Source: an optimization exercise on an open RTL-to-GDS flow (aim: small area, a short achievable clock period and few clock cycles per item). Production flows keep margins and buffers that such runs may drop.
Function was checked by simulation only, so behaviour that the tests miss may differ from the original.
Power and IR drop assume default switching activity.

==> flow/design.v (outline; a module is shown in full before it is edited, if it fits) <==
// module array_mul_top: 2105 lines
// module mul_fa: 4 lines
// module mul_ha: 4 lines
module array_mul_top (
   input  logic        clk,
   input  logic        arst_n,
   input  logic        in_valid,
   input  logic        para_mode,
   input  logic [15:0] a,
   input  logic [15:0] b,
   output logic        out_valid,
   output logic [31:0] p
);
  // ...
==> flow/flow/run.sh <==
#!/bin/bash
# Own layout flow: the standard flow (standard.sh, unchanged steps) with three changes:
# port buffers of sky130_fd_sc_hd__buf_2, the delay cells (clkdlybuf4s*, dlygate*, dlymetal*)
# added to the platform's don't-use list so that repair uses plain buffers, and CTS without
# dummy loads. make's full output goes to orfs_make.log here; each ORFS step also keeps its
# own log under orfs/logs/.
set -euo pipefail
bash standard.sh "BUFFER_PORTS_ARGS=-buffer_cell sky130_fd_sc_hd__buf_1" \
  "DONT_USE_CELLS=sky130_fd_sc_hd__probe_p_8 sky130_fd_sc_hd__probec_p_8 sky130_fd_sc_hd__lpflow_bleeder_1 sky130_fd_sc_hd__lpflow_clkbufkapwr_1 sky130_fd_sc_hd__lpflow_clkbufkapwr_16 sky130_fd_sc_hd__lpflow_clkbufkapwr_2 sky130_fd_sc_hd__lpflow_clkbufkapwr_4 sky130_fd_sc_hd__lpflow_clkbufkapwr_8 sky130_fd_sc_hd__lpflow_clkinvkapwr_1 sky130_fd_sc_hd__lpflow_clkinvkapwr_16 sky130_fd_sc_hd__lpflow_clkinvkapwr_2 sky130_fd_sc_hd__lpflow_clkinvkapwr_4 sky130_fd_sc_hd__lpflow_clkinvkapwr_8 sky130_fd_sc_hd__lpflow_decapkapwr_12 sky130_fd_sc_hd__lpflow_decapkapwr_3 sky130_fd_sc_hd__lpflow_decapkapwr_4 sky130_fd_sc_hd__lpflow_decapkapwr_6 sky130_fd_sc_hd__lpflow_decapkapwr_8 sky130_fd_sc_hd__lpflow_inputiso0n_1 sky130_fd_sc_hd__lpflow_inputiso0p_1 sky130_fd_sc_hd__lpflow_inputiso1n_1 sky130_fd_sc_hd__lpflow_inputiso1p_1 sky130_fd_sc_hd__lpflow_inputisolatch_1 sky130_fd_sc_hd__lpflow_isobufsrc_1 sky130_fd_sc_hd__lpflow_isobufsrc_16 sky130_fd_sc_hd__lpflow_isobufsrc_2 sky130_fd_sc_hd__lpflow_isobufsrc_4 sky130_fd_sc_hd__lpflow_isobufsrc_8 sky130_fd_sc_hd__lpflow_isobufsrckapwr_16 sky130_fd_sc_hd__lpflow_lsbuf_lh_hl_isowell_tap_1 sky130_fd_sc_hd__lpflow_lsbuf_lh_hl_isowell_tap_2 sky130_fd_sc_hd__lpflow_lsbuf_lh_hl_isowell_tap_4 sky130_fd_sc_hd__lpflow_lsbuf_lh_isowell_4 sky130_fd_sc_hd__lpflow_lsbuf_lh_isowell_tap_1 sky130_fd_sc_hd__lpflow_lsbuf_lh_isowell_tap_2 sky130_fd_sc_hd__lpflow_lsbuf_lh_isowell_tap_4  sky130_fd_sc_hd__clkdlybuf4s15_1 sky130_fd_sc_hd__clkdlybuf4s15_2 sky130_fd_sc_hd__clkdlybuf4s18_1 sky130_fd_sc_hd__clkdlybuf4s18_2 sky130_fd_sc_hd__clkdlybuf4s25_1 sky130_fd_sc_hd__clkdlybuf4s25_2 sky130_fd_sc_hd__clkdlybuf4s50_1 sky130_fd_sc_hd__clkdlybuf4s50_2 sky130_fd_sc_hd__dlygate4sd1_1 sky130_fd_sc_hd__dlygate4sd2_1 sky130_fd_sc_hd__dlygate4sd3_1 sky130_fd_sc_hd__dlymetal6s2s_1 sky130_fd_sc_hd__dlymetal6s4s_1 sky130_fd_sc_hd__dlymetal6s6s_1" \
  "CTS_ARGS=-sink_clustering_enable -repair_clock_nets -dont_use_dummy_load -buf_list {sky130_fd_sc_hd__clkbuf_4 sky130_fd_sc_hd__clkbuf_8} -sink_clustering_size 20" \
  finish > orfs_make.log 2>&1
==> flow/standard.sh <==
#!/bin/bash
# synth_recipe.tcl (not shown) runs the flow's synth.tcl, then flattens the netlist and writes it again
# the make line also repeats each setting of config.mk as NAME=value (left out here)
make -C /OpenROAD-flow-scripts/flow DESIGN_CONFIG=/design/flow/config.mk WORK_HOME=/design/flow/orfs CLKGATE_MAP_FILE= SYNTH_SCRIPT=/design/flow/synth_recipe.tcl "${@:-finish}"
==> flow/config.mk <==
export PLATFORM = sky130hd
export DESIGN_NAME = array_mul_top
export DESIGN_NICKNAME = array_mul_top
export VERILOG_FILES = /design/flow/design.v
export SDC_FILE = /design/flow/constraint.sdc
export NUM_CORES = 4
export LEC_CHECK = 0
export CAP_MARGIN = 20
export CORE_MARGIN = 2
export CORE_UTILIZATION = 50
export CTS_BUF_LIST = sky130_fd_sc_hd__clkbuf_4 sky130_fd_sc_hd__clkbuf_8
export CTS_CLUSTER_SIZE = 20
export SETUP_SLACK_MARGIN = 3.6
export SLEW_MARGIN = 20
export SYNTH_HIERARCHICAL = 1
export SYNTH_MINIMUM_KEEP_SIZE = 0
==> flow/constraint.sdc <==
create_clock -name core_clock -period 6.0 [get_ports {clk}]
set_input_delay 1.2000 -clock core_clock [delete_from_list [all_inputs] [get_ports {clk}]]
set_output_delay 1.2000 -clock core_clock [all_outputs]
set_load 0.01 [all_outputs]
==> flow_summary.rst, run 1 <==
.. list-table::
   :header-rows: 1

   * - Metric
     - Value
   * - Number of inserted filler cells in the final layout
     - 1862
   * - Share of cell area taken by flip-flops and latches
     - 35.5%
   * - Placed Instances
     - 1256
   * - Number of remaining DRC errors
     - 0
   * - Endpoint with the worst hold slack
     - sm7_q3$_DFF_P_
   * - Combinational Power
     - 2.36 mW
   * - Slowest cell delay on critical path
     - 0.57 ns
   * - Library cells used by synthesis
     - 39
   * - Layout cell share with drive strength beyond 1
     - 26.5%
   * - Top cell types by occurrence after synthesis
     - 257 x sky130_fd_sc_hd__nand2_1, 234 x sky130_fd_sc_hd__dfxtp_1, 210 x sky130_fd_sc_hd__fa_1, 63 x sky130_fd_sc_hd__clkbuf_1, 32 x sky130_fd_sc_hd__buf_4
   * - Setup bufs post-CTS
     - 44
   * - Cell type with the largest total area after synthesis
     - sky130_fd_sc_hd__dfxtp_1
   * - Instance count of the mapped netlist
     - 962
   * - Crit path cell chain
     - fa_1 -> fa_2 -> fa_2 -> fa_1 -> inv_1
   * - Port-buffer cells
     - 68
   * - Top power consumer group
     - combinational cells
   * - Post-detailed-placement cell area
     - 0.0122 mm^2
   * - Die Y
     - 157 um
   * - Count of multi-input gates
     - 623
   * - Capturing element type of the critical path
     - flip-flop
   * - Tightest Pin Transition
     - 0.578 ns
   * - Area enclosed by the die boundary
     - 0.0246 mm^2
   * - Run status
     - complete, no violations
   * - Number of logic stages on the critical path including buffering
     - 5
   * - Leakage power of the design
     - 4.95 nW
   * - Critical path startpoint
     - fs37_q1$_DFF_P_
   * - Number of buffers and inverters on the critical path
     - 1
   * - Worst-skew pair later-pin latency
     - 0.54 ns
   * - Clock Buffer Count
     - 41
   * - Critical Path Start Type
     - flip-flop
   * - Leading post-synthesis cells by cell area
     - sky130_fd_sc_hd__dfxtp_1 40%, sky130_fd_sc_hd__fa_1 36%, sky130_fd_sc_hd__nand2_1 8.3%, sky130_fd_sc_hd__ha_1 2.9%, sky130_fd_sc_hd__buf_4 2.1%
   * - Worst reg2reg path depth
     - 5
   * - Hold violation total from the final report
     - 0
   * - Final-report setup violation count
     - 0
   * - Design area
     - 0.0134 mm^2
   * - Dominant register cell in the synthesized netlist
     - sky130_fd_sc_hd__dfxtp_1
   * - Register bank with the most flops
     - vld
   * - Met3 Wirelength
     - 1370 um
   * - Worst VDD drop
     - 0.000320 V
Testbench counts, summed over its fixed seeds: cycles 4,016, items 4,000.
==> run 2, diff against run 1 <==
==> flow/flow/run.sh (replaced) <==
#!/bin/bash
# Own layout flow: the standard flow (standard.sh: the standard synthesis and ORFS steps,
# unchanged) with a few ORFS variables set on the make command line:
#  - port buffers made of sky130_fd_sc_hd__buf_1 (buffer_ports -buffer_cell), instead of the
#    delay cell buffer_ports picks by default; repair upsizes the critical ones;
#  - the delay cells (clkdlybuf4s*, dlygate*, dlymetal*) added to the platform's don't-use
#    list, so that repair buffers with plain buffers;
#  - clock tree of clkbuf_4/clkbuf_8 without dummy loads.
# make's full output goes to orfs_make.log in this folder; each ORFS step also keeps its own
# log under orfs/logs/.
set -euo pipefail
PLATFORM_DONT_USE="sky130_fd_sc_hd__probe_p_8 sky130_fd_sc_hd__probec_p_8 sky130_fd_sc_hd__lpflow_bleeder_1 sky130_fd_sc_hd__lpflow_clkbufkapwr_1 sky130_fd_sc_hd__lpflow_clkbufkapwr_16 sky130_fd_sc_hd__lpflow_clkbufkapwr_2 sky130_fd_sc_hd__lpflow_clkbufkapwr_4 sky130_fd_sc_hd__lpflow_clkbufkapwr_8 sky130_fd_sc_hd__lpflow_clkinvkapwr_1 sky130_fd_sc_hd__lpflow_clkinvkapwr_16 sky130_fd_sc_hd__lpflow_clkinvkapwr_2 sky130_fd_sc_hd__lpflow_clkinvkapwr_4 sky130_fd_sc_hd__lpflow_clkinvkapwr_8 sky130_fd_sc_hd__lpflow_decapkapwr_12 sky130_fd_sc_hd__lpflow_decapkapwr_3 sky130_fd_sc_hd__lpflow_decapkapwr_4 sky130_fd_sc_hd__lpflow_decapkapwr_6 sky130_fd_sc_hd__lpflow_decapkapwr_8 sky130_fd_sc_hd__lpflow_inputiso0n_1 sky130_fd_sc_hd__lpflow_inputiso0p_1 sky130_fd_sc_hd__lpflow_inputiso1n_1 sky130_fd_sc_hd__lpflow_inputiso1p_1 sky130_fd_sc_hd__lpflow_inputisolatch_1 sky130_fd_sc_hd__lpflow_isobufsrc_1 sky130_fd_sc_hd__lpflow_isobufsrc_16 sky130_fd_sc_hd__lpflow_isobufsrc_2 sky130_fd_sc_hd__lpflow_isobufsrc_4 sky130_fd_sc_hd__lpflow_isobufsrc_8 sky130_fd_sc_hd__lpflow_isobufsrckapwr_16 sky130_fd_sc_hd__lpflow_lsbuf_lh_hl_isowell_tap_1 sky130_fd_sc_hd__lpflow_lsbuf_lh_hl_isowell_tap_2 sky130_fd_sc_hd__lpflow_lsbuf_lh_hl_isowell_tap_4 sky130_fd_sc_hd__lpflow_lsbuf_lh_isowell_4 sky130_fd_sc_hd__lpflow_lsbuf_lh_isowell_tap_1 sky130_fd_sc_hd__lpflow_lsbuf_lh_isowell_tap_2 sky130_fd_sc_hd__lpflow_lsbuf_lh_isowell_tap_4"
DELAY_CELLS="sky130_fd_sc_hd__clkdlybuf4s15_1 sky130_fd_sc_hd__clkdlybuf4s15_2 sky130_fd_sc_hd__clkdlybuf4s18_1 sky130_fd_sc_hd__clkdlybuf4s18_2 sky130_fd_sc_hd__clkdlybuf4s25_1 sky130_fd_sc_hd__clkdlybuf4s25_2 sky130_fd_sc_hd__clkdlybuf4s50_1 sky130_fd_sc_hd__clkdlybuf4s50_2 sky130_fd_sc_hd__dlygate4sd1_1 sky130_fd_sc_hd__dlygate4sd2_1 sky130_fd_sc_hd__dlygate4sd3_1 sky130_fd_sc_hd__dlymetal6s2s_1 sky130_fd_sc_hd__dlymetal6s4s_1 sky130_fd_sc_hd__dlymetal6s6s_1"
bash standard.sh "BUFFER_PORTS_ARGS=-buffer_cell sky130_fd_sc_hd__buf_1" \
  "DONT_USE_CELLS=$PLATFORM_DONT_USE $DELAY_CELLS" \
  "CTS_ARGS=-sink_clustering_enable -repair_clock_nets -dont_use_dummy_load -buf_list {sky130_fd_sc_hd__clkbuf_4 sky130_fd_sc_hd__clkbuf_8} -sink_clustering_size 20" \
  finish > orfs_make.log 2>&1
--- a/flow/config.mk
+++ b/flow/config.mk
@@ -7,7 +7,7 @@
 export LEC_CHECK = 0
 export CAP_MARGIN = 20
 export CORE_MARGIN = 2
-export CORE_UTILIZATION = 50
+export CORE_UTILIZATION = 40
 export CTS_BUF_LIST = sky130_fd_sc_hd__clkbuf_4 sky130_fd_sc_hd__clkbuf_8
 export CTS_CLUSTER_SIZE = 20
 export SETUP_SLACK_MARGIN = 3.6
==> run 2 against run 1 <==
Still clean on timing, DRC and antenna; sequential share of layout area fell by 0.073 points; count of clock-buffer cells in the layout is 2 higher; worst hold slack gained 0.0036 ns; utilization is 12 points lower; clock skew down 0.027 ns; clock power rose by 4%; global-route usage shrank 4.4 points.
==> flow_summary.rst, run 2 <==
.. list-table::
   :header-rows: 1

   * - Metric
     - Value
   * - Run status
     - complete, no violations
   * - Total clock buffers created by CTS
     - 43
   * - Cell type with the highest occurrence count on the critical path
     - sky130_fd_sc_hd__fa_1
   * - Final global-route overflow total
     - 0
   * - Combined global-route utilization of all metal layers
     - 16.6%
   * - Final Total Pwr
     - 5.75 mW
   * - Switching part of the total power
     - 34.2%
   * - Post-route insts no fill
     - 1404
   * - Layout overhead on the synthesized area
     - 15.4%
   * - Cell-internal power
     - 3.78 mW
   * - Buffer type at the clock tree root
     - sky130_fd_sc_hd__clkbuf_8
   * - Power density cells
     - 427 mW/mm^2
   * - Post-detailed-placement cell area
     - 0.0123 mm^2 (+0.76%)
   * - Top Family by Delay on Critical Path
     - adder cells
   * - Number of cell rows
     - 62
   * - Post-DRT Antenna Nets
     - 0
   * - Net Sw Power
     - 1.97 mW
   * - Layout cell share with drive strength beyond 1
     - 26.6% (+0.064 points)
   * - Type of the most critical hold path
     - reg -> reg
   * - Critical Path Start Type
     - flip-flop
   * - Placed Instances
     - 1328 (+5.7%)
   * - Die Y
     - 175 um (+12%)
   * - Die Span X
     - 175 um
   * - Dominant register cell in the synthesized netlist
     - sky130_fd_sc_hd__dfxtp_1
   * - Leakage power of the design
     - 4.93 nW (-0.48%)
   * - Starting DRT DRC Count
     - 326
   * - Utilization after layout
     - 46.9%
   * - Slowest cell delay on critical path
     - 0.54 ns (-0.03 ns)
   * - Number of ports placed on the die boundary
     - 69
   * - Average size of a mapped cell
     - 12.1 um^2
   * - Port-buffer cells
     - 68 (unchanged)
   * - Total of flip-flops plus latches after synthesis
     - 237
   * - Cell type with the largest total area after synthesis
     - sky130_fd_sc_hd__dfxtp_1
   * - Final setup TNS
     - 0 ns
   * - H-tree lvl count
     - 2
   * - Final-report setup violation count
     - 0 (unchanged)
   * - Combinational Power Share
     - 39.8%
   * - Synth top area share
     - 40.2%
   * - Final Critical Period
     - 2.44 ns
   * - Clock network power share
     - 20.8%
   * - Critical-path top delay cell
     - sky130_fd_sc_hd__fa_1
   * - Library cells used by synthesis
     - 39 (unchanged)
   * - Average wire per cell in the routed design
     - 17.0 um
   * - Sequential cell fraction of total power
     - 39.4%
   * - Number of buffers added to fix hold violations after cts
     - 0
   * - Top cell types by occurrence after synthesis
     - 257 x sky130_fd_sc_hd__nand2_1, 234 x sky130_fd_sc_hd__dfxtp_1, 210 x sky130_fd_sc_hd__fa_1, 63 x sky130_fd_sc_hd__clkbuf_1, 32 x sky130_fd_sc_hd__buf_4
   * - Detailed-route wire length
     - 23900 um
   * - Starting Density
     - 40.6%
   * - Cell area after synthesis
     - 0.0117 mm^2
   * - Antenna diode count
     - 0
   * - Initial antenna violation count
     - 0
   * - Worst Path Required
     - 6.38 ns
   * - Commonest cells after routing, fill and taps aside
     - 229 x sky130_fd_sc_hd__dfxtp_1, 201 x sky130_fd_sc_hd__nand2_1, 144 x sky130_fd_sc_hd__fa_1, 66 x sky130_fd_sc_hd__fa_2, 52 x sky130_fd_sc_hd__nand2_2
   * - Maximum number of pins on one net before global-route repair
     - 17
   * - Clock Pin Slew Worst Setup and Hold Paths
     - 0.06 ns
   * - Design area
     - 0.0135 mm^2 (+0.21%)
   * - Core area
     - 0.0287 mm^2
   * - Maximum Capacitance Violations
     - 0
   * - Share of the yosys chip area belonging to registers
     - 40.8%
   * - Number of buffers and inverters on the critical path
     - 0 (-1)
   * - Clock sink count
     - 237
   * - Routability congestion estimate
     - 0.832
   * - Number of inserted filler cells in the final layout
     - 2614 (+40%)
   * - Arrival time of the worst setup path
     - 2.82 ns
   * - Deepest clock path buffer count
     - 3
   * - Drt first pass iters
     - 6
   * - Capturing element type of the critical path
     - flip-flop
   * - Share of the clock period used by the worst path after layout
     - 40.7%
   * - Ys Warns
     - 7
   * - Wire length of the first global-routing pass
     - 39500 um
   * - Worst slew margin relative to its limit
     - 60.7%
   * - Max FFs per register
     - 3
   * - Total via count after detailed routing
     - 6654
   * - Most common cell after layout, fill and taps aside
     - sky130_fd_sc_hd__dfxtp_1
   * - TritonCTS clock tree
     - done
   * - Worst-skew pair later-pin latency
     - 0.53 ns (about the same)
   * - Max FO, Critical Path
     - 1
   * - EDFF count, synth
     - 0
   * - Setup clock skew after layout
     - 0.0258 ns
   * - Worst VDD drop
     - 0.000239 V (-25%)
   * - FFs w/ async S/R, synth
     - 1.27%
   * - Crit path cell chain
     - fa_1 -> fa_1 -> fa_1 -> fa_1
   * - Achievable clock frequency
     - 410 MHz
   * - Net count, final
     - 1295
   * - Hold violation total from the final report
     - 0 (unchanged)
   * - Leading post-synthesis cells by cell area
     - sky130_fd_sc_hd__dfxtp_1 40%, sky130_fd_sc_hd__fa_1 36%, sky130_fd_sc_hd__nand2_1 8.3%, sky130_fd_sc_hd__ha_1 2.9%, sky130_fd_sc_hd__buf_4 2.1%
   * - Number of pins exceeding their max-slew limit in the final report
     - 0
   * - Tightest Pin Transition
     - 0.583 ns (+0.00511 ns)
   * - Number of global-route vias before repair
     - 7674
   * - RSZ-0062 raised after global routing
     - true
   * - Number of remaining DRC errors
     - 0 (unchanged)
   * - Startpoint-to-endpoint class of the critical path
     - reg -> reg
   * - Area enclosed by the die boundary
     - 0.0305 mm^2 (+24%)
   * - Register bank with the most flops
     - vld
   * - Via density per instance
     - 4.74
   * - Sum of net half-perimeters after detailed placement
     - 17800 um
   * - Library cell with the highest instance count after synthesis
     - sky130_fd_sc_hd__nand2_1
   * - Instance count of the mapped netlist
     - 962 (unchanged)
-- run 2: cell count changes in the layout (fill, tap and decap cells not counted), sizes merged --
| cell | before | now |
|---|---|---|
| diode | 1 | 0 |
| buf | 105 | 89 |
| clkbuf | 51 | 57 |
-- run 2: path summary, 6_finish.rpt --
check                           startpoint                to  slack [ns]  depth (start not counted)
max                        fc67_q1$_DFF_P_    hs6_q2$_DFF_P_        3.56                          4
min                         sm3_q2$_DFF_P_    sm3_q3$_DFF_P_        0.32                          0
max reg2reg                fc67_q1$_DFF_P_    hs6_q2$_DFF_P_        3.56                          4
min reg2reg                 sm3_q2$_DFF_P_    sm3_q3$_DFF_P_        0.32                          0
max in group asynchronous           arst_n  vld[2]$_DFF_PN0_        5.36                          1
min in group asynchronous           arst_n  vld[0]$_DFF_PN0_        0.50                          1
-- run 2: layout make-up --
| type | instances | area [um^2] | share of cell area (%) |
|---|---|---|---|
| tap | 384 | 480 | 3.57 |
| inverter | 14 | 52.6 | 0.390 |
| timing repair buffer | 103 | 647 | 4.80 |
| multi-input combinational | 623 | 6930 | 51.5 |
| clock buffer | 43 | 592 | 4.39 |
| sequential | 237 | 4770 | 35.4 |
-- run 2: power groups by stage --
| stage | Clock, mW | Sequential [mW] | Combinational, mW |
|---|---|---|---|
| final | 1.20 | 2.27 | 2.29 |
| after global routing | 1.32 | 2.32 | 2.65 |
| after detailed placement | 0 | 2.30 | 2.14 |
| after global placement | 0 | 2.29 | 2.10 |
| after floorplan | 0 | 2.24 | 1.79 |
| after CTS | 1.25 | 2.27 | 2.24 |
-- run 2: per-layer routing --
layer	vias up	GRT usage (%)	wire length (um)
li1	3003	-	-
met1	3374	22.3	10700
met2	229	26.8	11200
met3	48	3.85	1520
met4	0	5.45	517
met5	-	0	0
-- run 2: stage by stage --
step           hold slack (ns)  setup slack [ns]
3_5_place_dp             0.312              2.32
6_report                 0.322              3.56
2_1_floorplan            0.310              3.24
4_1_cts                  0.324              3.53
3_3_place_gp             0.312              2.38
5_1_grt                  0.324              3.48
-- run 2: Yosys stat by module, one instance, submodules excluded --
module         times used  cells  cell area (um^2)  flops+latches
mul_fa                210      1              20.0              0
array_mul_top           1    752              7460            237
-- run 2: timing repair --
action                     CTS  global route
gates resized for setup     82            45
buffers inserted            22            11
setup endpoints to repair  135            58
cloned                       0             0
pin swaps                   19            19
-- run 2: kinds of logic (layout without fill, tap and decap cells) --
group           Yosys count  after routing  share of synthesized area [%]
other cells               1              8                         0.0321
xor+xnor                 22             22                           1.65
fa+ha+maj               237            237                           38.9
compound gates           50             50                           3.34
flops                   237            237                           40.8
simple gates            306            306                           10.7
buf+inv                 109            160                           4.54

static timing again, ports no longer ideal:
The flow's constraints put no driver on any port. The routed layouts listed below were extracted and timed again, unchanged, in two steps. Step 1, drivers: a clkbuf_16 drives clk and a buf_2 each remaining input, both assumed. Step 2 moves the port delays by t, midway between the first and last clock arrival at a register: inputs arrive t later, outputs are due t later. That takes back most of the time a late clock gives input paths. a / b / c = ideal / step 1 / step 2; a / b = the first two.
run | t (ns) | setup WS [ns] | worst slew at a driven data input, ns
run 1 | 0.553 | 3.564 / 3.564 / 3.059 | 0.06
run 2 | 0.561 | 3.559 / 3.559 / 3.024 | 0.07
After both steps every run listed still meets setup and hold. The setup slack of run 2, which loses most, moves by 0.000 ns with the drivers and by -0.535 ns with both steps.
